Background: an optimization exercise with open tools, aiming at small area, a short achievable clock period and few clock cycles. Do not read the settings as production practice.
In this exercise RTL edits were held to simulation tests only and were not proved equivalent to the original.
No activity file was given, so power comes from the tool's default toggle rates.

File: flow/run.sh
#!/bin/bash
# synth_recipe.tcl (not shown) runs the flow's synth.tcl, then flattens the netlist and writes it again
# the make line also repeats each setting of config.mk as NAME=value (left out here)
make -C /OpenROAD-flow-scripts/flow DESIGN_CONFIG=/design/flow/config.mk WORK_HOME=/design/flow/orfs CLKGATE_MAP_FILE= SYNTH_SCRIPT=/design/flow/synth_recipe.tcl finish
File: flow/config.mk
export PLATFORM = sky130hd
export DESIGN_NAME = price_time_order_match
export DESIGN_NICKNAME = price_time_order_match
export VERILOG_FILES = /design/flow/design.v
export SDC_FILE = /design/flow/constraint.sdc
export NUM_CORES = 4
export LEC_CHECK = 0
export ABC_CLOCK_PERIOD_IN_PS = 3000
export CAP_MARGIN = 20
export CORE_MARGIN = 2
export CORE_UTILIZATION = 50
export SETUP_SLACK_MARGIN = 5
export SLEW_MARGIN = 20
File: flow/constraint.sdc
create_clock -name core_clock -period 9.0 [get_ports {clock}]
set_input_delay 1.8000 -clock core_clock [delete_from_list [all_inputs] [get_ports {clock}]]
set_output_delay 1.8000 -clock core_clock [all_outputs]
set_load 0.01 [all_outputs]
File: flow/design.v
package ptom_pkg;
   localparam int DefaultBookDepth = 16;
   localparam logic [1:0] STATUS_OK        = 2'd0;
   localparam logic [1:0] STATUS_FULL      = 2'd1;
   localparam logic [1:0] STATUS_SELL_IGN  = 2'd2;
endpackage
module ptom_cell #(
   parameter bit IsHead = 1'b0
) (
   input  logic        clock,
   input  logic        reset,
   input  logic        ins_new,
   input  logic        ins_prev,
   input  logic        pop,
   input  logic        set_qty,
   input  logic [19:0] qty_in,
   input  logic [31:0] new_id,
   input  logic [23:0] new_price,
   input  logic [19:0] new_qty,
   input  logic        prev_used,
   input  logic [31:0] prev_id,
   input  logic [23:0] prev_price,
   input  logic [19:0] prev_qty,
   input  logic        next_used,
   input  logic [31:0] next_id,
   input  logic [23:0] next_price,
   input  logic [19:0] next_qty,
   output logic        used,
   output logic [31:0] id,
   output logic [23:0] price,
   output logic [19:0] qty
);
   logic hold;
   logic [76:0] cur, nxt;
   assign hold = !(ins_new || ins_prev || pop);
   assign cur  = {used, id, price, qty};
   assign nxt  = ({77{hold}}     & cur)
               | ({77{ins_new}}  & {1'b1, new_id, new_price, new_qty})
               | ({77{ins_prev}} & {prev_used, prev_id, prev_price, prev_qty})
               | ({77{pop}}      & {next_used, next_id, next_price, next_qty});
   always_ff @(posedge clock) begin
      if (reset) used <= 1'b0;
      else       used <= nxt[76];
      if (IsHead && reset) begin
         id    <= '0;
         price <= '0;
         qty   <= '0;
      end else begin
         id    <= nxt[75:44];
         price <= nxt[43:20];
         qty   <= set_qty ? qty_in : nxt[19:0];
      end
   end
endmodule
module price_time_order_match #(
   parameter int BookDepth = ptom_pkg::DefaultBookDepth
) (
   input  logic        clock,
   input  logic        reset,
   input  logic        start,
   output logic        busy,
   input  logic        req_action,
   input  logic [31:0] req_order_id,
   input  logic        req_side,
   input  logic [23:0] req_price,
   input  logic [19:0] req_quantity,
   output logic        rsp_strobe,
   output logic        rsp_trade_valid,
   output logic [31:0] rsp_maker_id,
   output logic [31:0] rsp_taker_id,
   output logic [23:0] rsp_trade_price,
   output logic [19:0] rsp_trade_quantity,
   output logic [19:0] rsp_remaining_quantity,
   output logic [1:0]  rsp_status,
   output logic        rsp_best_valid,
   output logic [31:0] rsp_best_id,
   output logic [23:0] rsp_best_price,
   output logic [19:0] rsp_best_quantity,
   output logic        rsp_last
);
   localparam int D = BookDepth;
   logic         busy_q;        
   logic         pend;          
   logic         mip;           
   logic         addbuy_q;      
   logic         mstart_q;      
   logic [D-1:0] ahead;
   logic [D-1:0] ahead_q;       
   logic [D-1:0] raw_q;         
   logic         cmp_new_q;     
   logic         wait_q;        
   logic         ins_q, pop_q;  
   logic [D-1:0] sell_ahead_q;
   logic         req_act_q, req_side_q;
   logic [31:0]  req_id_q;
   logic [23:0]  req_price_q;
   logic [19:0]  req_qty_q;
   logic [19:0]  rem_q;         
   logic [31:0]  sell_id_q;     
   logic [D-1:0]    used;
   logic [31:0]     id   [D];
   logic [23:0]     price[D];
   logic [19:0]     qty  [D];
   logic [D-1:0]    ins_new, ins_prev;
   logic            insert, pop, set_qty;
   logic [19:0]     head_qty_new;
   for (genvar g = 0; g < D; g++) begin : g_cell
      logic        pu, nu;
      logic [31:0] pi, ni;
      logic [23:0] pp, np;
      logic [19:0] pq, nq;
      if (g == 0) begin : g_first
         assign pu = 1'b0; assign pi = '0; assign pp = '0; assign pq = '0;
         assign ins_new[g]  = insert && !ahead[g];
         assign ins_prev[g] = 1'b0;
      end else begin : g_mid
         assign pu = used[g-1]; assign pi = id[g-1]; assign pp = price[g-1]; assign pq = qty[g-1];
         assign ins_new[g]  = insert && !ahead[g] && ahead[g-1];
         assign ins_prev[g] = insert && !ahead[g-1];
      end
      if (g == D - 1) begin : g_last
         assign nu = 1'b0; assign ni = '0; assign np = '0; assign nq = '0;
      end else if (g == 0) begin : g_head
         assign nu = used[1];
         assign ni = used[1] ? id[1]    : '0;
         assign np = used[1] ? price[1] : '0;
         assign nq = used[1] ? qty[1]   : '0;
      end else begin : g_notlast
         assign nu = used[g+1]; assign ni = id[g+1]; assign np = price[g+1]; assign nq = qty[g+1];
      end
      ptom_cell #(.IsHead(g == 0)) u_cell (
         .clock     (clock),
         .reset     (reset),
         .ins_new   (ins_new[g]),
         .ins_prev  (ins_prev[g]),
         .pop       (pop && used[g]),   
         .set_qty   (set_qty && (g == 0)),
         .qty_in    (head_qty_new),
         .new_id    (req_id_q),
         .new_price (req_price_q),
         .new_qty   (req_qty_q),
         .prev_used (pu),
         .prev_id   (pi),
         .prev_price(pp),
         .prev_qty  (pq),
         .next_used (nu),
         .next_id   (ni),
         .next_price(np),
         .next_qty  (nq),
         .used      (used[g]),
         .id        (id[g]),
         .price     (price[g]),
         .qty       (qty[g])
      );
   end
   logic        is_match, is_add, add_sell, add_full;
   logic        can;
   logic [20:0] diff;
   logic        head_le;       
   logic        more_price;    
   logic [19:0] tq, rem_left;
   logic        more, mip_in;
   assign is_match = mip || (pend && req_act_q);
   assign is_add   = pend && !req_act_q;
   assign add_sell = req_side_q;
   assign add_full = used[D-1];
   assign insert   = addbuy_q && !add_full;
   assign can = mip || (mstart_q && ahead[0]);
   assign more_price   = mip ? sell_ahead_q[1] : ahead[1];
   assign diff         = {1'b0, rem_q} - {1'b0, qty[0]};
   assign head_le      = qty[0] <= rem_q;
   assign pop          = can && head_le;
   assign set_qty      = can && !head_le;
   assign head_qty_new = qty[0] - rem_q;
   assign tq           = head_le ? qty[0] : rem_q;
   assign rem_left     = head_le ? diff[19:0] : '0;
   assign more         = head_le && (rem_q != qty[0]) && more_price;
   assign mip_in       = can && more;
   logic         taken;        
   logic         nx_act, nx_side;
   logic [19:0]  nx_qty;
   logic [D-1:0] raw, src;
   assign taken   = busy_q || start;
   assign nx_act  = busy_q ? req_act_q  : req_action;
   assign nx_side = busy_q ? req_side_q : req_side;
   assign nx_qty  = busy_q ? req_qty_q  : req_quantity;
   for (genvar g = 0; g < D; g++) begin : g_raw
      assign raw[g] = used[g] && (price[g] >= req_price);
   end
   assign src = wait_q ? ahead_q : raw_q;
   for (genvar g = 0; g < D; g++) begin : g_ahead
      logic sp_, sn_, at_;
      if (g == 0) begin : g_first
         assign sp_ = 1'b0;
         assign at_ = 1'b1;
      end else begin : g_mid
         assign sp_ = src[g-1];
         assign at_ = ahead_q[g-1];
      end
      if (g == D - 1) begin : g_last
         assign sn_ = 1'b0;
      end else begin : g_notlast
         assign sn_ = src[g+1];
      end
      assign ahead[g] = pop_q                  ? sn_ :
                        (ins_q && !ahead_q[g]) ? (at_ ? cmp_new_q : sp_) : src[g];
   end
   always_ff @(posedge clock) begin
      if (reset) begin
         mip      <= 1'b0;
         pend     <= 1'b0;
         busy_q   <= 1'b0;
         addbuy_q <= 1'b0;
         mstart_q <= 1'b0;
      end else begin
         mip      <= mip_in;
         pend     <= !mip_in && taken;
         busy_q   <= mip_in && taken;
         addbuy_q <= !mip_in && taken && !nx_act && !nx_side;
         mstart_q <= !mip_in && taken && nx_act && (nx_qty != '0);
      end
      if (!busy_q) begin
         req_act_q   <= req_action;
         req_id_q    <= req_order_id;
         req_side_q  <= req_side;
         req_price_q <= req_price;
         req_qty_q   <= req_quantity;
      end
      ahead_q   <= ahead;
      raw_q     <= raw;
      cmp_new_q <= req_price_q >= req_price;
      wait_q    <= busy_q;
      ins_q     <= insert;
      pop_q     <= pop;
      for (int i = 0; i < D; i++) begin
         if (pop) sell_ahead_q[i] <= (i == D - 1) ? 1'b0 : (mip ? sell_ahead_q[i+1] : ahead[i+1]);
         else     sell_ahead_q[i] <= mip ? sell_ahead_q[i] : ahead[i];
      end
      rem_q <= mip_in ? rem_left : nx_qty;
      if (!mip) sell_id_q <= req_act_q ? req_id_q : '0;
   end
   logic        strobe_q;
   logic        r_trade_q;
   logic [31:0] r_maker_q;
   logic [23:0] r_price_q;
   logic [19:0] r_tq_q;
   logic [19:0] r_rem_q;
   logic [1:0]  r_status_q;
   logic        r_last_q;
   always_ff @(posedge clock) begin
      if (reset) strobe_q <= 1'b0;
      else       strobe_q <= mip || pend;
      r_trade_q  <= can;
      r_maker_q  <= can ? id[0]    : '0;
      r_price_q  <= can ? price[0] : '0;
      r_tq_q     <= can ? tq       : '0;
      r_rem_q    <= !is_match ? '0 : can ? rem_left : rem_q;
      r_status_q <= !is_add ? ptom_pkg::STATUS_OK :
                    add_sell ? ptom_pkg::STATUS_SELL_IGN :
                    add_full ? ptom_pkg::STATUS_FULL : ptom_pkg::STATUS_OK;
      r_last_q   <= !mip_in;
   end
   assign busy                   = busy_q;
   assign rsp_strobe             = strobe_q;
   assign rsp_trade_valid        = r_trade_q;
   assign rsp_maker_id           = r_maker_q;
   assign rsp_taker_id           = sell_id_q;
   assign rsp_trade_price        = r_price_q;
   assign rsp_trade_quantity     = r_tq_q;
   assign rsp_remaining_quantity = r_rem_q;
   assign rsp_status             = r_status_q;
   assign rsp_last               = r_last_q;
   assign rsp_best_valid         = used[0];
   assign rsp_best_id            = id[0];
   assign rsp_best_price         = price[0];
   assign rsp_best_quantity      = qty[0];
endmodule
==> summary.txt, run 1 <==
Post-synth EDFFs slightly below 90; area share of the largest cell type after synthesis around two fifths; layout net count 8,196; min Tclk post-route about 4.0 ns; Setup crit start kind input port; die height roughly 380 um; Final Slew Violations 0; IO buf count just under 300; CP Capture Type flip-flop; routability cong. 0.941; sequential area share after synthesis ~45%; area grow syn2layout 15.7%; worst endpoint required time a little under 10 ns; crit path max fanout 10; Clk network pwr share between 40% and 50%; clock latency on the worst-skew pair around 0.82 ns; gr ovfl total 0; Static Leakage approximately 34 nW; Tot GR Track Use a little under two fifths; YS warnings 6; initial antenna violation count 16; DRT Pass-1 Iters 11; Comb pwr share approximately 9%; Main synth FF type dfxtp_1; Mapped Cells around 7.7k; layout filler cell count ~12k; f_max 252 MHz; R2R Path End g_cell[10].u_cell.id[14]; num ports 292; final wirelength 287 mm; clock buffer depth 3; layout cells sized above 1 under 10%; clock tree sinks 1,519; Yosys reg bits 1,519; Hold Crit Class flip-flop to flip-flop; Setup crit end raw_q[8]; vias in the first global route just over 60k; Switching Fraction about 27%; Worst-path clk slew around 0.06 ns; fin crit share 44.1%; Pwr Density a little over 200 mW/mm2; worst slack, placed roughly 3.0 ns; vias around 67k; core area approximately 0.14 mm2; detailed placement HPWL between 150 and 200 mm; RSZ-0062 raised after global routing false; most common cell after layout, fill and taps aside nand2_1; clock skew around 0.04 ns; Wirelength per Cell between 20 and 30 um; DR iter-0 viols 14.6k; R2R Setup Slk around 5 ns; Synth Cell Area 0.0700 mm2; Overall Power approximately 16 mW; reg2reg path depth 12; Initial Utilization just over 50%; Slew headroom between 10% and 20%; Final Hold Fails 0; # setup viols final 0; Critical Path AT 4.67 ns; Cell variety after synth a little under 90; Routed Antenna Nets 0; syn nets between 8k and 9k; Setup crit start req_price[3]; Site Rows 137; drt drc 0; Worst R2R Start wait_q; cell internal pwr around 12 mW; CTS H-tree depth 4; syn avg cell area 9.11 um2; TritonCTS clock tree built; first-pass GRT wire length ~420 mm; status no timing/DRC/antenna violations; max cap viols 0; TNS Setup 0 ns; commonest non-fill, non-tap cells in the layout 1,875 x nand2_1, 1,416 x dfxtp_1, 1,140 x a222oi_1; largest net degree at the start of global routing between 150 and 200; critical path type input port to flip-flop; share of power burned in registers roughly half; die area roughly 0.14 mm2; synth top area cells dfxtp_1 41%, a222oi_1 16%, nand2_1 10%; vias per cell a little under 7; Slew @ Worst Pin roughly 1.2 ns; final worst slack between 5 and 6 ns; VDD IR-drop max approximately 0.16 mV; post-synth top area cell dfxtp_1; Die Wd 378 um; async set-reset flop share out of synthesis 0%; hold_buf cts 0; Root Driver clkbuf_16; CTS Buf Count about 170; Net Sw Power 4.42 mW
==> power groups by stage <==
stage | Clock, mW | Sequential (mW) | Combinational (mW)
floorplan | 0 | 7.74 | 0.952
finish | 6.98 | 7.87 | 1.47
global route | 7.31 | 7.92 | 1.62
global placement | 0 | 7.97 | 1.30
detailed placement | 0 | 7.99 | 1.34
CTS | 7.03 | 7.84 | 1.40
==> worst max-delay path, cell delays in order <==
cell and delay (ns):
clkdlybuf4s50_1 0.54, clkinvlp_4 0.12, buf_12 0.16, buf_4 0.14, ha_1 0.19, a21o_1 0.17, a2111oi_0 0.40, o21ai_1 0.27
o2111ai_1 0.18, nand3_1 0.20, a31oi_1 0.23, o21ai_0 0.08, and2_1 0.17
==> per-stage QoR <==
stage / cells / hold WS (ns) / instance area (um2) / util, %
finish: 9683 / 0.451 / 81000 / 58.2
global route: 9678 / 0.470 / 81000 / 58.2
CTS: 9643 / 0.450 / 80400 / 57.7
detailed placement: 9243 / 0.440 / 73400 / 52.7
global placement: 9243 / 0.423 / 73400 / 52.7
floorplan: 7685 / 0.392 / 70000 / -
==> kinds of logic (layout without fill, tap and decap cells) <==
logic type	after synthesis	after routing	share of synthesized area (%)
simple gates	2339	2356	13.9
compound gates	2132	2133	25.1
flops	1519	1519	44.7
buf+inv	1162	1261	6.85
fa+ha+maj	449	449	8.05
mux	52	52	1.03
xor+xnor	32	32	0.400
other cells	0	5	0
==> worst min path at each step <==
stage | startpoint | endpoint | slack [ns] | cells after the start
after floorplan | busy_q | wait_q | 0.39 | 0
after global placement | req_side_q | r_status_q[0] | 0.42 | 1
after detailed placement | req_side_q | r_status_q[0] | 0.44 | 1
after CTS | req_side_q | r_status_q[0] | 0.45 | 1
after global routing | g_cell[3].u_cell.qty[4] | g_cell[3].u_cell.qty[4] | 0.47 | 2
final | req_side_q | r_status_q[0] | 0.45 | 1
==> repair_timing <==
item / CTS / global route
gates resized for setup: 154 / 77
cloned: 18 / 6
setup endpoints to repair: 1271 / 1043
buffers inserted: 78 / 27
pin swaps: 15 / 12
hold endpoints to repair: 0 / 0
==> synth_stat cells (8+ instances only) <==
library cell and n:
nand2_1 1876, dfxtp_1 1431, a222oi_1 1140, clkbuf_1 478, ha_1 447, inv_1 416, o21ai_0 275, a21oi_1 220
buf_2 166, o21ai_1 114, and2_1 110, nor2_1 96, edfxtp_1 88, a21o_1 76, buf_1 61, a22oi_1 58
nand3_1 49, nand4_1 44, a221oi_1 40, nand2b_1 39, a2111oi_0 30, a211oi_1 29, nor2b_1 28, buf_6 27
nor3_1 27, a31oi_1 26, xnor2_1 24, o21a_1 21, mux2i_1 20, mux2_2 16, o2111ai_1 16, mux4_2 14
and3_1 12, nor2_2 8, o21bai_1 8, o31ai_1 8, xor2_1 8
==> sequential cells by signal (all words and copies together) (netlist names), 16 cells and up <==
register	count
ahead_q	16
g_cell.u_cell.id	512
g_cell.u_cell.price	384
g_cell.u_cell.qty	320
g_cell.u_cell.used	16
r_maker_q	32
r_price_q	24
r_rem_q	20
r_tq_q	20
raw_q	16
rem_q	20
req_id_q	32
req_price_q	24
req_qty_q	20
sell_id_q	32
==> per-layer routing <==
layer  part of all wire [%]  global-route usage, %  vias up
met5                  0.041                      0        -
met4                    5.2                   18.7       12
met3                     13                   10.7      774
met2                     43                   58.9     4406
met1                     38                   49.4    32293
li1                       -                      -    29118
==> layout make-up <==
type | count | area (um2) | area share (%)
Tap cell | 1876 | 2350 | 2.90
Sequential cell | 1519 | 31300 | 38.6
Inverter | 420 | 1670 | 2.06
Clock inverter | 49 | 584 | 0.721
Timing Repair inverter | 1 | 5.00 | 0.00618
Timing Repair Buffer | 536 | 5320 | 6.56
Multi-Input combinational cell | 5022 | 34800 | 43.0
Clock buffer | 255 | 4950 | 6.12
Antenna cell | 5 | 12.5 | 0.0154
Testbench counts, summed over its fixed seeds: cycles 5,491.
==> run 2: changes to the inputs <==
==> flow/flow/run.sh (new file) <==
#!/bin/bash
# The standard layout (standard.sh: the ORFS flow and its standard synthesis), with two
# changes made through ORFS variables on make's command line:
#   - the buffers ORFS puts on every input and output port are buf_2 cells.
# ORFS writes each tool's full log under orfs/logs/; make's own output goes to standard.log.
bash standard.sh SETUP_SLACK_MARGIN=5.5 "BUFFER_PORTS_ARGS=-buffer_cell sky130_fd_sc_hd__buf_2" finish > standard.log 2>&1
==> flow/standard.sh (new file) <==
#!/bin/bash
# synth_recipe.tcl (not shown) runs the flow's synth.tcl, then flattens the netlist and writes it again
# the make line also repeats each setting of config.mk as NAME=value (left out here)
make -C /OpenROAD-flow-scripts/flow DESIGN_CONFIG=/design/flow/config.mk WORK_HOME=/design/flow/orfs CLKGATE_MAP_FILE= SYNTH_SCRIPT=/design/flow/synth_recipe.tcl "${@:-finish}"
--- a/flow/config.mk
+++ b/flow/config.mk
@@ -6,8 +6,9 @@
 export NUM_CORES = 4
 export LEC_CHECK = 0
-export ABC_CLOCK_PERIOD_IN_PS = 3000
 export CAP_MARGIN = 20
 export CORE_MARGIN = 2
 export CORE_UTILIZATION = 50
+export CTS_CLUSTER_DIAMETER = 70
+export CTS_CLUSTER_SIZE = 30
 export SETUP_SLACK_MARGIN = 5
 export SLEW_MARGIN = 20
removed: flow/run.sh
==> run 2 against run 1 <==
  * Register-to-register slack better by 0.32 ns
  * First-iteration DRC count is 19% higher
  * Via count is 4.7% higher
  * Cell count is 0.91% higher
  * Highest routed layer unchanged
  * Synthesized cell count stayed put
  * Fmax is 10% higher
  * Global-route usage is 2.5 points higher
  * Flip-flop and latch count stayed put
  * Sequential share of layout area is 0.47 points lower
  * Clock-buffer cell count is 132 lower
  * Still clean on timing, DRC and antenna
  * Design area is 1.4% higher
==> summary.txt, run 2 <==
Largest Register g_cell.u_cell.id (unchanged); syn nets 8,215 (unchanged); Synth Area in Compound Gates 25.1% (unchanged); Buf+Inv Stages, Crit Path 7 (was 4); detailed placement HPWL 175 mm (was 167 mm); final wirelength 322 mm (was 287 mm); TNS Setup 0 ns (unchanged); Post-Synth XOR/XNOR Area 0.400% (unchanged); Synth Cell Area 0.0700 mm2 (unchanged); biggest regs g_cell.u_cell.id x512, g_cell.u_cell.price x384, g_cell.u_cell.qty x320 (unchanged); max cap viols 0 (unchanged); most common cell in the netlist nand2_1 (unchanged); YS warnings 6 (unchanged); final worst slack 5.40 ns (was 5.03 ns); register area 0.0314 mm2 (was 0.0313 mm2); initial antenna violation count 18 (was 16); IO buf count 291 (unchanged); slowest stage delay, CP 0.39 ns (was 0.54 ns); adder-cell share of the synthesized area 8.05% (unchanged); Final Hold Fails 0 (unchanged); CP Depth 17 (was 13); R2R Setup Slk 5.40 ns (was 5.08 ns); Routed Antenna Nets 0 (unchanged); num ports 292 (unchanged); vias in the first global route 62.2k (was 62.3k); vias 69.8k (was 66.6k); worst endpoint required time 9.65 ns (was 9.70 ns); clock latency on the worst-skew pair 0.80 ns (was 0.82 ns); layout net count 8,307 (was 8,196); Setup crit start g_cell[0].u_cell.qty[11] (was req_price[3]); Initial Utilization 50.3% (unchanged); R2R Path End g_cell[7].u_cell.id[12] (was g_cell[10].u_cell.id[14]); fin crit share 40.0% (was 44.1%); max reg flops 512 (unchanged); area share of the largest cell type after synthesis 40.9% (unchanged); min Tclk post-route 3.60 ns (was 3.97 ns); # setup viols final 0 (unchanged); TritonCTS clock tree built (unchanged); async set-reset flop share out of synthesis 0% (unchanged); Wirelength per Cell 33.0 um (was 29.7 um); Tot GR Track Use 40.9% (was 38.3%); reg2reg path depth 17 (was 12); Slew headroom 24.7% (was 19.6%); Yosys reg bits 1,519 (unchanged); commonest non-fill, non-tap cells in the layout 1,875 x nand2_1, 1,404 x dfxtp_1, 1,140 x a222oi_1 (was 1,875 x nand2_1, 1,416 x dfxtp_1, 1,140 x a222oi_1); area of the multi-input gates 0.0355 mm2 (was 0.0348 mm2); vias per cell 7.14 (was 6.88); CTS H-tree depth 3 (was 4); routability cong. 0.977 (was 0.941); Final Slew Violations 0 (unchanged); clock tree sinks 1,519 (unchanged); status no timing/DRC/antenna violations (unchanged); critical path type flip-flop to flip-flop (was input port to flip-flop); first-pass GRT wire length 439 mm (was 416 mm); area grow syn2layout 17.3% (was 15.7%); clock skew 0.0475 ns (was 0.0412 ns); layout filler cell count 12.2k (was 12.3k); VDD IR-drop max 0.219 mV (was 0.161 mV); Static Leakage 35.7 nW (was 34.3 nW); RSZ-0062 raised after global routing true (was false); Setup crit start kind flip-flop (was input port); worst slack, placed 3.17 ns (was 2.98 ns); core area 0.139 mm2 (unchanged); DRT Pass-1 Iters 15 (was 11); sequential area share after synthesis 44.7% (unchanged); CP max stage cell dfxtp_4 (was clkdlybuf4s50_1); mux contribution to synthesized area 1.03% (unchanged); Top delay family on crit path compound AO/OA/AOI/OAI gates (unchanged); Pwr Density 188 mW/mm2 (was 201 mW/mm2); gr ovfl total 0 (unchanged); Hold Crit Class flip-flop to flip-flop (unchanged); synth top area cells dfxtp_1 41%, a222oi_1 16%, nand2_1 10% (unchanged); crit path max fanout 28 (was 10); die height 378 um (unchanged); most common cell after layout, fill and taps aside nand2_1 (unchanged); Slew @ Worst Pin 1.13 ns (was 1.21 ns); f_max 278 MHz (was 252 MHz); Site Rows 137 (unchanged); CP Cell Sequence inv_1 -> ha_4 -> buf_4 -> a21o_1 -> a31oi_2 -> o21ai_1 -> a211o_4 -> nand2_8 -> nand2_8 -> clkinv_16 -> buf_16 -> buf_12 -> buf_6 -> and2_4 -> nand2b_4 -> buf_16 -> o21ai_1 (was clkdlybuf4s50_1 -> clkinvlp_4 -> buf_12 -> buf_4 -> ha_1 -> a21o_1 -> a2111oi_0 -> o21ai_1 -> o2111ai_1 -> nand3_1 -> a31oi_1 -> o21ai_0 -> and2_1); Post-synth top cells 1,876 x nand2_1, 1,431 x dfxtp_1, 1,140 x a222oi_1 (unchanged); drt drc 0 (unchanged); CP Capture Type flip-flop (unchanged); Root Driver clkbuf_16 (unchanged); die area 0.143 mm2 (unchanged); CTS Buf Count 115 (was 166); Worst-path clk slew 0.08 ns (was 0.06 ns); post-synth top area cell dfxtp_1 (unchanged); Simple-Gate Fraction of Synth Area 13.9% (unchanged); Post-synth EDFFs 88 (unchanged); Mapped Cells 7,685 (unchanged); Cell variety after synth 87 (unchanged); Main synth FF type dfxtp_1 (unchanged); largest net degree at the start of global routing 78 (was 155); syn avg cell area 9.11 um2 (unchanged); clock buffer depth 3 (unchanged); Setup crit end g_cell[7].u_cell.id[12] (was raw_q[8]); DR iter-0 viols 17.4k (was 14.6k); largest family of logic cells by synthesized area compound AO/OA/AOI/OAI gates (unchanged); Critical Path AT 4.25 ns (was 4.67 ns); layout cells sized above 1 15.4% (was 9.28%); Worst R2R Start g_cell[0].u_cell.qty[11] (was wait_q); Die Wd 378 um (unchanged)
## run 2: changes by cell type in the layout (fill, tap and decap cells not counted), sizes merged, moves of 2 or more
| cell | before | now |
|---|---|---|
| buf | 240 | 651 |
| clkdlybuf4s50 | 286 | 0 |
| clkbuf | 262 | 152 |
| inv | 407 | 455 |
| bufbuf | 1 | 15 |
| diode | 5 | 16 |
| bufinv | 8 | 2 |
| clkinv | 36 | 40 |
| and2 | 120 | 123 |
| dlygate4sd2 | 2 | 0 |
| nor2 | 107 | 109 |
## run 2: worst min path at each step
| stage | from | end | slack (ns) | cells after the start |
|---|---|---|---|---|
| finish | req_side_q | r_status_q[0] | 0.45 | 1 |
| global route | g_cell[9].u_cell.qty[11] | g_cell[9].u_cell.qty[11] | 0.47 | 2 |
| CTS | req_side_q | r_status_q[0] | 0.44 | 1 |
| detailed placement | req_side_q | r_status_q[0] | 0.43 | 1 |
| global placement | req_side_q | r_status_q[0] | 0.42 | 1 |
| floorplan | busy_q | wait_q | 0.39 | 0 |
## run 2: cells by family (layout without fill, tap and decap cells)
kind of cell / Yosys count / after routing
AND/OR/NAND/NOR: 2339 / 2360
flip-flops: 1519 / 1519
adder cells (fa/ha/maj): 449 / 449
AO/OA/AOI/OAI: 2132 / 2133
buffers and inverters: 1162 / 1334
XOR/XNOR: 32 / 32
multiplexers: 52 / 52
other: 0 / 16
## run 2: stage by stage
step	total power, mW	util (%)	area [um2]	instances	hold WS (ns)
after floorplan	8.69	-	70100	7685	0.392
after global placement	9.30	51.8	72100	9243	0.420
after detailed placement	9.35	51.8	72200	9246	0.433
after CTS	15.2	57.0	79300	9602	0.444
after global routing	15.9	59.0	82100	9758	0.470
final	15.4	59.0	82100	9771	0.450
## run 2: final cells by class
cell class                 count  area share, %
antenna                       16         0.0487
tap                         1876           2.86
multi-input combinational   5026           43.2
clock inverter                96           1.60
inverter                     420           2.06
clock buffer                 123           3.67
sequential                  1519           38.2
timing repair buffer         695           8.36
## run 2: per-layer routing
metal  global-route usage, %  part of all wire [%]  up-vias
met4                    18.4                   6.1       14
met5                       0                  0.12        -
met3                    12.6                    16     1103
met1                    55.0                    37    33611
met2                    59.8                    41     5612
li1                        -                     -    29411
## run 2: repair_timing
item | 4_1_cts | 5_1_grt
gates resized for setup | 271 | 251
setup buffers | 95 | 110
pin swaps | 41 | 161
hold buffers | 0 | 0
endpoints found under the setup margin | 1326 | 1168
cloned | 42 | 43
## run 2: worst reg2reg max path: stages, from the launching register on
cell	delay (ns)
dfxtp_4	0.39
inv_1	0.08
ha_4	0.25
buf_4	0.15
a21o_1	0.18
a31oi_2	0.19
o21ai_1	0.14
a211o_4	0.36
nand2_8	0.10
nand2_8	0.09
clkinv_16	0.07
buf_16	0.12
buf_12	0.13
buf_6	0.10
and2_4	0.36
nand2b_4	0.38
buf_16	0.28
o21ai_1	0.11
## run 2: power by group
part	internal (mW)	switching, mW	total (mW)	leakage, nW
Clock	2.74	3.15	5.90	2.08
Sequential	7.28	0.634	7.91	12.6
Combinational	0.626	0.989	1.62	21.0
Total	10.6	4.78	15.4	35.7
==> run 3: changes to the inputs <==
--- a/flow/config.mk
+++ b/flow/config.mk
@@ -8,5 +8,5 @@
 export CAP_MARGIN = 20
 export CORE_MARGIN = 2
-export CORE_UTILIZATION = 50
+export CORE_UTILIZATION = 60
 export CTS_CLUSTER_DIAMETER = 70
 export CTS_CLUSTER_SIZE = 30
==> run 3 against run 2 <==
  * Synthesized area unchanged
  * Clock power down 3%
  * Design area fell by 2.8%
  * Critical endpoint is now raw_q[13]
  * Routed wire length is 6.1% lower
  * Critical path type is now input port to flip-flop
  * Clock skew rose by 0.0062 ns
  * Core utilization rose by 9.9 points
  * Fmax about the same
  * Register-to-register slack gained 0.03 ns
  * Highest routed layer unchanged
  * Via count fell by 0.34%
  * Sequential share of layout area is 1.1 points higher
  * Synthesized cell count is the same
  * Combinational power about the same
==> summary.txt, run 3 <==
status no timing/DRC/antenna violations (unchanged); die height 346 um (was 378 um); clock tree sinks 1,519 (unchanged); share of power burned in registers 51.8% (was 51.3%); R2R Setup Slk 5.43 ns (was 5.40 ns); clock buffer depth 3 (unchanged); Mapped Cells 7,685 (unchanged); IO buf count 291 (unchanged); Post-Synth XOR/XNOR Area 0.400% (unchanged); vias 69.5k (was 69.8k); gr ovfl total 0 (unchanged); clock latency on the worst-skew pair 0.78 ns (was 0.80 ns); Worst R2R Start wait_q (was g_cell[0].u_cell.qty[11]); mux contribution to synthesized area 1.03% (unchanged); Hold Crit Class flip-flop to flip-flop (unchanged); Inst Count DP 8,883 (was 9,246); synth top area cells dfxtp_1 41%, a222oi_1 16%, nand2_1 10% (unchanged); hold_buf cts 0 (unchanged); max reg flops 512 (unchanged); VDD IR-drop max 0.190 mV (was 0.219 mV); Tot GR Track Use 47.1% (was 40.9%); max cap viols 0 (unchanged); R2R Path End g_cell[14].u_cell.id[19] (was g_cell[7].u_cell.id[12]); slowest stage delay, CP 0.47 ns (was 0.39 ns); Worst-path clk slew 0.10 ns (was 0.08 ns); Net Sw Power 4.70 mW (was 4.78 mW); Final Slew Violations 0 (unchanged); initial antenna violation count 18 (unchanged); post-synth top area cell dfxtp_1 (unchanged); num ports 292 (unchanged); Synth Area in Compound Gates 25.1% (unchanged); area share of the largest cell type after synthesis 40.9% (unchanged); drt drc 0 (unchanged); DRT Pass-1 Iters 22 (was 15); RSZ-0062 raised after global routing true (unchanged); Switching Fraction 30.8% (was 31.0%); layout cells sized above 1 14.0% (was 15.4%); Wirelength per Cell 32.5 um (was 33.0 um); Pwr Density 191 mW/mm2 (was 188 mW/mm2); Cell variety after synth 87 (unchanged); commonest non-fill, non-tap cells in the layout 1,876 x nand2_1, 1,407 x dfxtp_1, 1,140 x a222oi_1 (was 1,875 x nand2_1, 1,404 x dfxtp_1, 1,140 x a222oi_1); Post-synth EDFFs 88 (unchanged); core area 0.116 mm2 (was 0.139 mm2); CTS Buf Count 105 (was 115); die area 0.119 mm2 (was 0.143 mm2); CTS H-tree depth 3 (unchanged); Site Rows 125 (was 137); syn avg cell area 9.11 um2 (unchanged); Comb pwr share 10.4% (was 10.5%); biggest regs g_cell.u_cell.id x512, g_cell.u_cell.price x384, g_cell.u_cell.qty x320 (unchanged); Synth Cell Area 0.0700 mm2 (unchanged); DR iter-0 viols 17.4k (about the same); Setup crit start req_price[9] (was g_cell[0].u_cell.qty[11]); first-pass GRT wire length 428 mm (was 439 mm); most common cell in the netlist nand2_1 (unchanged); Setup crit start kind input port (was flip-flop); vias per cell 7.47 (was 7.14); Critical Path AT 4.23 ns (was 4.25 ns); Simple-Gate Fraction of Synth Area 13.9% (unchanged); reg2reg path depth 10 (was 17); layout net count 8,198 (was 8,307); crit path max fanout 4 (was 28); CP Cell Sequence buf_2 -> clkinvlp_4 -> buf_6 -> ha_4 -> nand4_1 -> nor4_4 -> o41ai_4 -> a21o_1 -> a31oi_4 (was inv_1 -> ha_4 -> buf_4 -> a21o_1 -> a31oi_2 -> o21ai_1 -> a211o_4 -> nand2_8 -> nand2_8 -> clkinv_16 -> buf_16 -> buf_12 -> buf_6 -> and2_4 -> nand2b_4 -> buf_16 -> o21ai_1); routability cong. 0.995 (was 0.977); most common cell after layout, fill and taps aside nand2_1 (unchanged); Die Wd 346 um (was 378 um); Slew headroom 15.3% (was 24.7%); TNS Setup 0 ns (unchanged); Largest Register g_cell.u_cell.id (unchanged); fin crit share 40.0% (about the same); Root Driver clkbuf_16 (unchanged); largest family of logic cells by synthesized area compound AO/OA/AOI/OAI gates (unchanged); layout filler cell count 9,053 (was 12.2k); Clk network pwr share 37.8% (was 38.2%); CP Capture Type flip-flop (unchanged); final wirelength 303 mm (was 322 mm); syn nets 8,215 (unchanged); TritonCTS clock tree built (unchanged); adder-cell share of the synthesized area 8.05% (unchanged); Slew @ Worst Pin 1.27 ns (was 1.13 ns); Yosys reg bits 1,519 (unchanged); Routed Antenna Nets 0 (unchanged); Non-Filler Instances 9,306 (was 9,771); area grow syn2layout 14.1% (was 17.3%); Final Hold Fails 0 (unchanged); worst endpoint required time 9.63 ns (was 9.65 ns); min Tclk post-route 3.60 ns (about the same); Setup crit end raw_q[13] (was g_cell[7].u_cell.id[12]); detailed placement HPWL 168 mm (was 175 mm); Static Leakage 34.8 nW (was 35.7 nW); async set-reset flop share out of synthesis 0% (unchanged); Initial Utilization 60.4% (was 50.3%); clock skew 0.0537 ns (was 0.0475 ns); # setup viols final 0 (unchanged); largest net degree at the start of global routing 80 (was 78); Main synth FF type dfxtp_1 (unchanged); YS warnings 6 (unchanged); f_max 278 MHz (about the same); Post-synth top cells 1,876 x nand2_1, 1,431 x dfxtp_1, 1,140 x a222oi_1 (unchanged); cell internal pwr 10.5 mW (was 10.6 mW); sequential area share after synthesis 44.7% (unchanged); vias in the first global route 63.8k (was 62.2k); CP max stage cell nor4_4 (was dfxtp_4); critical path type input port to flip-flop (was flip-flop to flip-flop)
## run 3: cell counts after synthesis
No cell type changed its count.
## run 3: logic make-up (layout without fill, tap and decap cells)
| family | after synthesis | after routing |
|---|---|---|
| adder cells (fa/ha/maj) | 449 | 449 |
| XOR/XNOR | 32 | 32 |
| flip-flops | 1519 | 1519 |
| multiplexers | 52 | 52 |
| AO/OA/AOI/OAI | 2132 | 2132 |
| other | 0 | 21 |
| AND/OR/NAND/NOR | 2339 | 2365 |
| buffers and inverters | 1162 | 1212 |
## run 3: layout make-up
| type | instances | area, um2 | area share, % |
|---|---|---|---|
| multi-input combinational | 5030 | 35500 | 44.5 |
| clock buffer | 115 | 2770 | 3.47 |
| antenna | 21 | 52.6 | 0.0658 |
| timing repair buffer | 591 | 5240 | 6.56 |
| tap | 1524 | 1910 | 2.39 |
| inverter | 420 | 1650 | 2.07 |
| sequential | 1519 | 31300 | 39.2 |
| clock inverter | 85 | 1390 | 1.74 |
| timing repair inverter | 1 | 8.76 | 0.0110 |
## run 3: worst min path at each step
stage | depth (start not counted) | start | slack, ns | endpoint
after floorplan | 0 | busy_q | 0.39 | wait_q
after global placement | 1 | req_side_q | 0.42 | r_status_q[0]
after CTS | 1 | req_side_q | 0.45 | r_status_q[0]
after detailed placement | 1 | req_side_q | 0.44 | r_status_q[0]
final | 1 | req_side_q | 0.45 | r_status_q[0]
after global routing | 2 | g_cell[3].u_cell.id[22] | 0.47 | g_cell[3].u_cell.id[22]
## run 3: per-stage QoR
stage / instance area, um2 / hold slack [ns] / setup slack (ns) / total power [mW] / utilization, %
after global routing: 79800 / 0.472 / 5.43 / 15.6 / 68.9
after detailed placement: 71600 / 0.442 / 3.16 / 9.31 / 61.8
final: 79900 / 0.454 / 5.40 / 15.2 / 68.9
after CTS: 78400 / 0.451 / 5.46 / 15.0 / 67.7
after floorplan: 70100 / 0.392 / 5.26 / 8.69 / -
after global placement: 71600 / 0.423 / 3.33 / 9.26 / 61.8
## run 3: power groups by stage
stage                     sequential [mW]  combinational (mW)  clock (mW)
after floorplan                      7.74               0.955           0
after global placement               7.99                1.27           0
after detailed placement             8.00                1.31           0
after CTS                            7.85                1.43        5.74
after global routing                 7.93                1.71        5.99
final                                7.89                1.59        5.75
## run 3: critical path, delay by kind of cell
family          cells  cell delay (ns)
simple gates        2             0.88
compound gates      3             0.77
buf+inv             3             0.50
fa+ha+maj           1             0.26
## run 3: repair_timing
item | in CTS | in global routing
setup endpoints to repair | 1323 | 1162
pin swaps | 42 | 55
setup buffers | 100 | 50
resized for setup | 279 | 166
gates cloned | 39 | 12
## run 3: routing by layer
metal	vias up	part of all wire, %	routed length, um	GRT usage (%)
met5	-	0.18	552	0.800
met4	18	6.6	20000	26.3
met3	1317	18	53800	18.0
met2	6261	40	122000	67.5
met1	32776	35	106000	60.7
li1	29139	-	-	-

[afterwards: timing with drivers on the ports]
The flow's constraints put no driver on any port. The routed layouts listed below were extracted and timed again, unchanged, in two steps. Step 1 assumes that a clkbuf_16 drives the clock port and a buf_2 every other input. Step 2 also shifts input and output timing later by t, the mid clock arrival at the registers, as if the neighbouring blocks saw the same clock. Three values: ideal, step 1, step 2; two values: the first two.
run | t, ns | slack for setup (ns) | worst setup path at the end | clock arrival spread, ns | worst slew at a driven data input, ns
run 1 | 0.885 | 5.031 / 4.986 / 4.207 | input to register | 0.041 / 0.041 | 0.05
run 2 | 0.858 | 5.401 / 5.369 / 4.615 | input to register | 0.048 / 0.048 | 0.14
run 3 | 0.835 | 5.403 / 5.432 / 4.633 | input to register | 0.054 / 0.053 | 0.09
After both steps setup and hold are still met in every run listed. For run 1, which loses most, drivers alone change the setup slack by -0.045 ns; drivers and shift together by -0.824 ns.
